What follows belongs to an exercise in optimizing a design on an open flow for small area and a short achievable clock period; a production flow would make more cautious choices.
Function was checked by simulation only, so behaviour that the tests miss may differ from the original.
Power is estimated from default activity; no workload was simulated.

$ cat config.mk
export PLATFORM = sky130hd
export DESIGN_NAME = socks4a_request_filter
export DESIGN_NICKNAME = socks4a_request_filter
export VERILOG_FILES = /design/flow/design.v
export SDC_FILE = /design/flow/constraint.sdc
export NUM_CORES = 4
export LEC_CHECK = 0
export CAP_MARGIN = 20
export CORE_MARGIN = 2
export CORE_UTILIZATION = 40
export PLACE_DENSITY = 0.6
export SLEW_MARGIN = 20
$ cat constraint.sdc
create_clock -name core_clock -period 4.5 [get_ports {clk}]
set_input_delay 0.9000 -clock core_clock [delete_from_list [all_inputs] [get_ports {clk}]]
set_output_delay 0.9000 -clock core_clock [all_outputs]
set_load 0.01 [all_outputs]
$ cat design.v
`default_nettype none
package s4rf_pkg;
  localparam int MAX_REQUEST = 4096;
  localparam int POS_W       = $clog2(MAX_REQUEST + 1);
  localparam int HEADER_LEN  = 8;
  localparam int NUM_RULES   = 6;
  localparam int RULE_W      = 38;
  localparam logic [7:0] CMD_CONNECT = 8'd1;
  localparam logic [7:0] CMD_BIND    = 8'd2;
  localparam logic [7:0] REPLY_GRANT  = 8'd90;
  localparam logic [7:0] REPLY_REJECT = 8'd91;
  localparam int REPLY_BEATS = 8;
  localparam int BEAT_W      = $clog2(REPLY_BEATS);
  localparam int              CFG_IDX_W     = 3;
  localparam int              CFG_DATA_W    = RULE_W;
  localparam logic [CFG_IDX_W-1:0] CFG_BIND_PORT = 3'd0;
  localparam int              CFG_RULE_BASE = 1;
  typedef struct packed {
    logic        valid;
    logic        kind_bind;
    logic [3:0]  wild;
    logic [31:0] addr;
  } rule_t;
  typedef struct packed {
    logic        granted;
    logic        is4a;
    logic        is_bind;
    logic [15:0] port;
    logic [31:0] addr;
  } reply_t;
endpackage
`default_nettype wire
`default_nettype none
module s4rf_rule_match (
  input  wire logic [s4rf_pkg::NUM_RULES*s4rf_pkg::RULE_W-1:0] rules,
  input  wire logic [7:0]                                cmd,
  input  wire logic [31:0]                               addr,
  output logic                                           granted
);
  localparam int NUM_RULES = s4rf_pkg::NUM_RULES;
  localparam int RULE_W = s4rf_pkg::RULE_W;
  localparam logic [7:0] CMD_CONNECT = s4rf_pkg::CMD_CONNECT;
  localparam logic [7:0] CMD_BIND = s4rf_pkg::CMD_BIND;
  typedef s4rf_pkg::rule_t rule_t;
  logic [NUM_RULES-1:0] hit;
  logic [NUM_RULES-1:0] live;
  for (genvar i = 0; i < NUM_RULES; i++) begin : g_rule
    logic [3:0] oct_ok;
    logic [7:0] want;
    rule_t      r;
    assign r = rule_t'(rules[i*RULE_W +: RULE_W]);
    assign want = r.kind_bind ? CMD_BIND : CMD_CONNECT;
    for (genvar j = 0; j < 4; j++) begin : g_oct
      assign oct_ok[j] = r.wild[j] ||
                         (r.addr[8*(3-j) +: 8] == addr[8*(3-j) +: 8]);
    end
    assign live[i] = r.valid;
    assign hit[i]  = r.valid && (cmd == want) && (&oct_ok);
  end
  assign granted = (|hit) || !(|live);
endmodule
`default_nettype wire
`default_nettype none
module socks4a_request_filter (
  input  wire logic                              clk,
  input  wire logic                              rst_n,
  input  wire logic                              in_valid,
  output logic                                   in_ready,
  input  wire logic [7:0]                        in_req_byte,
  input  wire logic                              in_end_of_request,
  output logic                                   out_valid,
  input  wire logic                              out_ready,
  output logic [7:0]                             out_reply_byte,
  output logic                                   out_reply_final,
  output logic                                   out_granted,
  output logic                                   out_is_socks4a,
  output logic                                   out_is_bind,
  input  wire logic                              cfg_valid,
  output logic                                   cfg_ready,
  input  wire logic [s4rf_pkg::CFG_IDX_W-1:0]    cfg_index,
  input  wire logic [s4rf_pkg::CFG_DATA_W-1:0]   cfg_data
);
  localparam int MAX_REQUEST = s4rf_pkg::MAX_REQUEST;
  localparam int POS_W = s4rf_pkg::POS_W;
  localparam int HEADER_LEN = s4rf_pkg::HEADER_LEN;
  localparam int NUM_RULES = s4rf_pkg::NUM_RULES;
  localparam int RULE_W = s4rf_pkg::RULE_W;
  localparam logic [7:0] CMD_CONNECT = s4rf_pkg::CMD_CONNECT;
  localparam logic [7:0] CMD_BIND = s4rf_pkg::CMD_BIND;
  localparam logic [7:0] REPLY_GRANT = s4rf_pkg::REPLY_GRANT;
  localparam logic [7:0] REPLY_REJECT = s4rf_pkg::REPLY_REJECT;
  localparam int REPLY_BEATS = s4rf_pkg::REPLY_BEATS;
  localparam int BEAT_W = s4rf_pkg::BEAT_W;
  localparam int CFG_IDX_W = s4rf_pkg::CFG_IDX_W;
  localparam logic [CFG_IDX_W-1:0] CFG_BIND_PORT = s4rf_pkg::CFG_BIND_PORT;
  localparam int CFG_RULE_BASE = s4rf_pkg::CFG_RULE_BASE;
  typedef s4rf_pkg::rule_t rule_t;
  typedef s4rf_pkg::reply_t reply_t;
  logic [15:0]                bind_port_r;
  logic [NUM_RULES*RULE_W-1:0] rules_r;
  logic [POS_W-1:0]           pos_r,  pos_upd;
  logic [7:0]                 cmd_r,  cmd_upd;
  logic [15:0]                port_r, port_upd;
  logic [31:0]                addr_r, addr_upd;
  logic [1:0]                 nul_r,  nul_upd;
  logic                       rep_valid_r, rep_valid_nxt;
  logic [BEAT_W-1:0]          beat_r,      beat_nxt;
  reply_t                     rep_r,       rep_nxt;
  logic                       in_take;
  logic                       out_take;
  logic                       out_last_take;
  logic                       reply_ok;
  logic                       granted;
  assign cfg_ready = 1'b1;
  always_ff @(posedge clk) begin
    if (!rst_n) begin
      bind_port_r <= '0;
    end else if (cfg_valid && cfg_index == CFG_BIND_PORT) begin
      bind_port_r <= cfg_data[15:0];
    end
  end
  for (genvar i = 0; i < NUM_RULES; i++) begin : g_rule_reg
    always_ff @(posedge clk) begin
      if (!rst_n) begin
        rules_r[i*RULE_W +: RULE_W] <= '0;
      end else if (cfg_valid && cfg_index == CFG_IDX_W'(CFG_RULE_BASE + i)) begin
        rules_r[i*RULE_W +: RULE_W] <= cfg_data;
      end
    end
  end
  always_comb begin
    pos_upd  = pos_r;
    cmd_upd  = cmd_r;
    port_upd = port_r;
    addr_upd = addr_r;
    nul_upd  = nul_r;
    if (pos_r < POS_W'(MAX_REQUEST)) begin
      if (pos_r == POS_W'(1)) begin
        cmd_upd = in_req_byte;
      end else if (pos_r == POS_W'(2)) begin
        port_upd[15:8] = in_req_byte;
      end else if (pos_r == POS_W'(3)) begin
        port_upd[7:0] = in_req_byte;
      end else if (pos_r >= POS_W'(4) && pos_r < POS_W'(HEADER_LEN)) begin
        case (pos_r[1:0])
          2'd0:    addr_upd[31:24] = in_req_byte;
          2'd1:    addr_upd[23:16] = in_req_byte;
          2'd2:    addr_upd[15:8]  = in_req_byte;
          default: addr_upd[7:0]   = in_req_byte;
        endcase
      end else if (pos_r >= POS_W'(HEADER_LEN) && in_req_byte == 8'd0 &&
                   nul_r < 2'd2) begin
        nul_upd = nul_r + 2'd1;
      end
      pos_upd = pos_r + POS_W'(1);
    end
  end
  s4rf_rule_match u_match (
    .rules   (rules_r),
    .cmd     (cmd_upd),
    .addr    (addr_upd),
    .granted (granted)
  );
  assign reply_ok = in_end_of_request && (pos_upd >= POS_W'(HEADER_LEN)) &&
                    (cmd_upd == CMD_CONNECT || cmd_upd == CMD_BIND);
  assign out_take      = rep_valid_r && out_ready;
  assign out_last_take = out_take && (beat_r == BEAT_W'(REPLY_BEATS - 1));
  assign in_ready      = !rep_valid_r || out_last_take || !in_end_of_request;
  assign in_take       = in_valid && in_ready;
  always_ff @(posedge clk) begin
    if (!rst_n) begin
      pos_r  <= '0;
      cmd_r  <= '0;
      port_r <= '0;
      addr_r <= '0;
      nul_r  <= '0;
    end else if (in_take) begin
      if (in_end_of_request) begin
        pos_r  <= '0;
        cmd_r  <= '0;
        port_r <= '0;
        addr_r <= '0;
        nul_r  <= '0;
      end else begin
        pos_r  <= pos_upd;
        cmd_r  <= cmd_upd;
        port_r <= port_upd;
        addr_r <= addr_upd;
        nul_r  <= nul_upd;
      end
    end
  end
  always_comb begin
    rep_valid_nxt = rep_valid_r;
    beat_nxt      = beat_r;
    rep_nxt       = rep_r;
    if (in_take && reply_ok) begin
      rep_valid_nxt   = 1'b1;
      beat_nxt        = '0;
      rep_nxt.granted = granted;
      rep_nxt.is4a    = (nul_upd == 2'd2);
      rep_nxt.is_bind = (cmd_upd == CMD_BIND);
      rep_nxt.port    = (cmd_upd == CMD_BIND) ? bind_port_r : port_upd;
      rep_nxt.addr    = (cmd_upd == CMD_BIND) ? 32'd0 : addr_upd;
    end else if (out_last_take) begin
      rep_valid_nxt = 1'b0;
    end else if (out_take) begin
      beat_nxt = beat_r + BEAT_W'(1);
    end
  end
  always_ff @(posedge clk) begin
    if (!rst_n) begin
      rep_valid_r <= 1'b0;
      beat_r      <= '0;
    end else begin
      rep_valid_r <= rep_valid_nxt;
      beat_r      <= beat_nxt;
    end
  end
  always_ff @(posedge clk) begin
    rep_r <= rep_nxt;
  end
  always_comb begin
    case (beat_r)
      3'd0:    out_reply_byte = 8'd0;
      3'd1:    out_reply_byte = rep_r.granted ? REPLY_GRANT : REPLY_REJECT;
      3'd2:    out_reply_byte = rep_r.port[15:8];
      3'd3:    out_reply_byte = rep_r.port[7:0];
      3'd4:    out_reply_byte = rep_r.addr[31:24];
      3'd5:    out_reply_byte = rep_r.addr[23:16];
      3'd6:    out_reply_byte = rep_r.addr[15:8];
      default: out_reply_byte = rep_r.addr[7:0];
    endcase
  end
  assign out_valid       = rep_valid_r;
  assign out_reply_final = (beat_r == BEAT_W'(REPLY_BEATS - 1));
  assign out_granted     = rep_r.granted;
  assign out_is_socks4a  = rep_r.is4a;
  assign out_is_bind     = rep_r.is_bind;
endmodule
`default_nettype wire
$ cat run.sh
#!/bin/bash
# synth_recipe.tcl (not shown) runs the flow's synth.tcl, then flattens the netlist and writes it again
# the make line also repeats each setting of config.mk as NAME=value (left out here)
make -C /OpenROAD-flow-scripts/flow DESIGN_CONFIG=/design/flow/config.mk WORK_HOME=/design/flow/orfs CLKGATE_MAP_FILE= SYNTH_SCRIPT=/design/flow/synth_recipe.tcl finish
==> flow_metrics.py <==
metrics = {
    "layout": {
        "drive_above_1_share_pct": 7.75,
        "fin_cells": 2942,
        "final_common_cell": "nand2_1",
        "finish.instance_area_um2": 21800,
        "fillCellCount": 4516,
        "multi_input_area_um2": 10100,
        "postLayoutCoreUtil_pct": 46.9,
        "area_delta_synth_final_pct": 15.9,
        "num-nets-final": 2370,
        "final_cell_mix": "nand2_1 (546), dfxtp_1 (319), a21boi_0 (249)",
        "diodes": 0,
        "regArea_um2": 7920,
    },
    "worst_setup_path": {
        "path_class": "flop to primary output",
        "required_ps": 3600,
        "arrival_ps": 3180,
        "crit_path_start_kind": "flop",
        "reg2reg_from": "pos_r[3]",
        "critPathCaptureType": "primary output",
        "crit_fanout": 18,
        "worstSetupStartpoint": "beat_r[2]",
    },
    "place": {
        "gp_congestion": 0.966,
        "place_ws_ps": 492,
        "placed_cells": 2866,
        "place_area_um2": 20300,
        "place_hpwl_mm": 49.2,
        "numPortBuffers": 68,
    },
    "timing": {
        "setup-tns-final_ps": 0,
        "finalWorstSetupSlack_ps": 415,
        "setup_viol": 0,
        "post-route-min-period_ps": 4080,
        "skew_ps": 26.2,
        "relSlewSlack_pct": 25.3,
        "holdWs_ps": 468,
        "hold_viol_final": 0,
        "period_share_pct": 90.8,
        "final_max_slew_viol_count": 0,
        "tightest_slew_ps": 1120,
        "fmax_ghz": 0.245,
        "rsz0062_at_grt": "no",
    },
    "floorplan": {
        "dieArea_um2": 48800,
        "rows": 79,
        "start_util_pct": 40.5,
        "io_pins": 70,
        "die_w_um": 221,
        "core-area_um2": 46500,
        "die_h_um": 221,
    },
    "power_and_ir_drop": {
        "power_density_nw_per_um2": 353,
        "switchingPower_mw": 1.87,
        "p_clk_share_pct": 47.6,
        "p_int_mw": 5.83,
        "leakage_nw": 7.17,
        "peakVddDrop_mv": 0.251,
        "sw_frac_of_total_pct": 24.3,
        "pwr-share-seq_pct": 44.7,
        "power_mw": 7.69,
        "power_frac_comb_pct": 7.7,
    },
    "synth": {
        "synth_fp_nets": 2330,
        "synth.avg_cell_area_um2": 8.31,
        "ys_seq_area_share_pct": 42.1,
        "yosysWarnings": 1,
        "synth_enable_flop_cells": 51,
        "yosysUniqueCellTypes": 72,
        "async_flop_share_pct": 0,
        "ys_ff_latch": 370,
        "syn-cell-area_um2": 18800,
        "syn-instance-count": 2263,
        "ys.flop_type": "dfxtp_1",
    },
    "drt": {
        "detail-route-antenna-nets": 0,
        "wl_met3_mm": 5.81,
        "wl_met2_mm": 32.0,
        "wl_mm": 70.9,
        "first_pass_iters": 5,
        "drcViolationCount": 0,
        "highest_layer": "met5",
        "drt_iter0_drc": 1937,
        "viasPerCell": 5.84,
        "wl_met1_mm": 31.1,
        "num_vias": 17180,
        "wl_per_cell_um": 24.1,
    },
    "cts": {
        "cts.repair.resized": 0,
        "cts_hold_buf": 0,
        "cts_tree": "done",
        "clk_path_buf_depth": 3,
        "cts_buffers": 42,
        "clock_latency_ps": 580,
        "cts.htree.levels": 2,
        "clk_pin_slew_ps": 60,
        "cts_sinks": 370,
        "post-cts-setup-buffers": 0,
        "cts-root-buf": "clkbuf_16",
    },
    "global_route": {
        "overflow": 0,
        "grt_pass1_vias": 16160,
        "grt_util_all_layers_pct": 28.3,
        "antenna_found_initial": 1,
        "grt_pass1_wl_mm": 105,
        "grt_max_degree": 137,
    },
    "worst_hold_path": {
        "hp-start": "rules_r[108]",
        "min_path_type": "flop to flop",
    },
    "outcome": {
        "status": "finished clean",
    },
    "job": {
        "drv_cap": 0,
    },
}
[cell usage after synthesis (11+ instances only)]
library cell / count / share of area [%]
a21boi_0: 249 / 9.9
a21oi_1: 53 / 1.4
a221oi_1: 19 / 0.88
a22oi_1: 52 / 2.1
a31oi_1: 15 / 0.50
a41oi_1: 11 / 0.51
and2_1: 15 / 0.50
clkbuf_1: 123 / 2.5
dfxtp_1: 319 / 34
edfxtp_1: 51 / 8.1
ha_1: 12 / 0.80
inv_1: 56 / 1.1
mux2i_1: 37 / 2.0
nand2_1: 546 / 11
nand2b_1: 12 / 0.40
nand3_1: 19 / 0.51
nor2_1: 125 / 2.5
nor2b_1: 61 / 2.0
nor3_1: 40 / 1.1
nor4_1: 34 / 1.1
o21ai_0: 67 / 1.8
o22ai_1: 41 / 1.4
xnor2_1: 103 / 4.8
xor2_1: 45 / 2.1
[power by group through the flow]
stage,combinational (mW),sequential [mW],clock (mW)
2_1_floorplan,0.308,3.49,0
3_3_place_gp,0.578,3.51,0
3_5_place_dp,0.584,3.51,0
4_1_cts,0.585,3.44,3.70
5_1_grt,0.628,3.44,3.83
6_report,0.594,3.44,3.66
[cell type report]
class / instances / area share, %
inverters: 60 / 1.03
repair buffers: 148 / 6.06
clock inverters: 16 / 1.07
clock buffers: 60 / 5.60
well taps: 607 / 3.49
multi-input cells: 1681 / 46.4
flip-flops and latches: 370 / 36.3
[logic make-up after synthesis]
kind of cell / synth area share [%]
AND/OR/NAND/NOR: 21.1
AO/OA/AOI/OAI: 22.0
flip-flops: 42.1
buffers and inverters: 4.58
XOR/XNOR: 6.89
multiplexers: 2.47
adder cells (fa/ha/maj): 0.798
other: 0.0199
[worst max-delay path: stages, from the launching register on]
cell             delay, ps
dfxtp_1                300
buf_4                  230
inv_1                  170
ha_1                   350
or4_1                  680
inv_1                  120
a222oi_1               100
o21ai_0                100
clkdlybuf4s50_1        550
[per-layer routing]
metal	vias up	GRT usage, %
li1	7909	-
met1	8370	39.7
met2	744	44.6
met3	155	4.82
met4	2	8.31
met5	-	0
[sequential cells by signal, summed over array words and instances, names as in the netlist]
signal,cells
addr_r,32
beat_r,3
bind_port_r,16
cmd_r,8
nul_r,2
port_r,16
pos_r,13
rep_r,51
rep_valid_r,1
rules_r,228
[final timing paths]
path / slack [ps] / cells after the start / end
setup reg to reg: 420 / 10 / rep_r[50]
setup / recovery: 420 / 8 / out_reply_byte[2]
hold reg to reg: 470 / 2 / rules_r[108]
hold / removal: 470 / 2 / rules_r[108]

-- separate check: timing with driven ports --
Ports are ideal in the flow. The routed layout listed here was re-timed in OpenROAD. Step 1: set_driving_cell puts a clkbuf_16 on clk and a buf_2 on each other input, an assumption about the parent block. Step 2 moves the port delays by t, midway between the first and last clock arrival at a register: inputs arrive t later, outputs are due t later. That takes back most of the time a late clock gives input paths. Three values: no drivers, after step 1, after step 2; two values: the first two.
t, ns: 0.625
slack for setup (ns): 0.415 / 0.359 / 0.333
worst data-port slew with drivers (ns): 0.08
After both steps this run still meets setup and hold. The setup slack of this run moves by -0.056 ns with the drivers and by -0.082 ns with both steps.
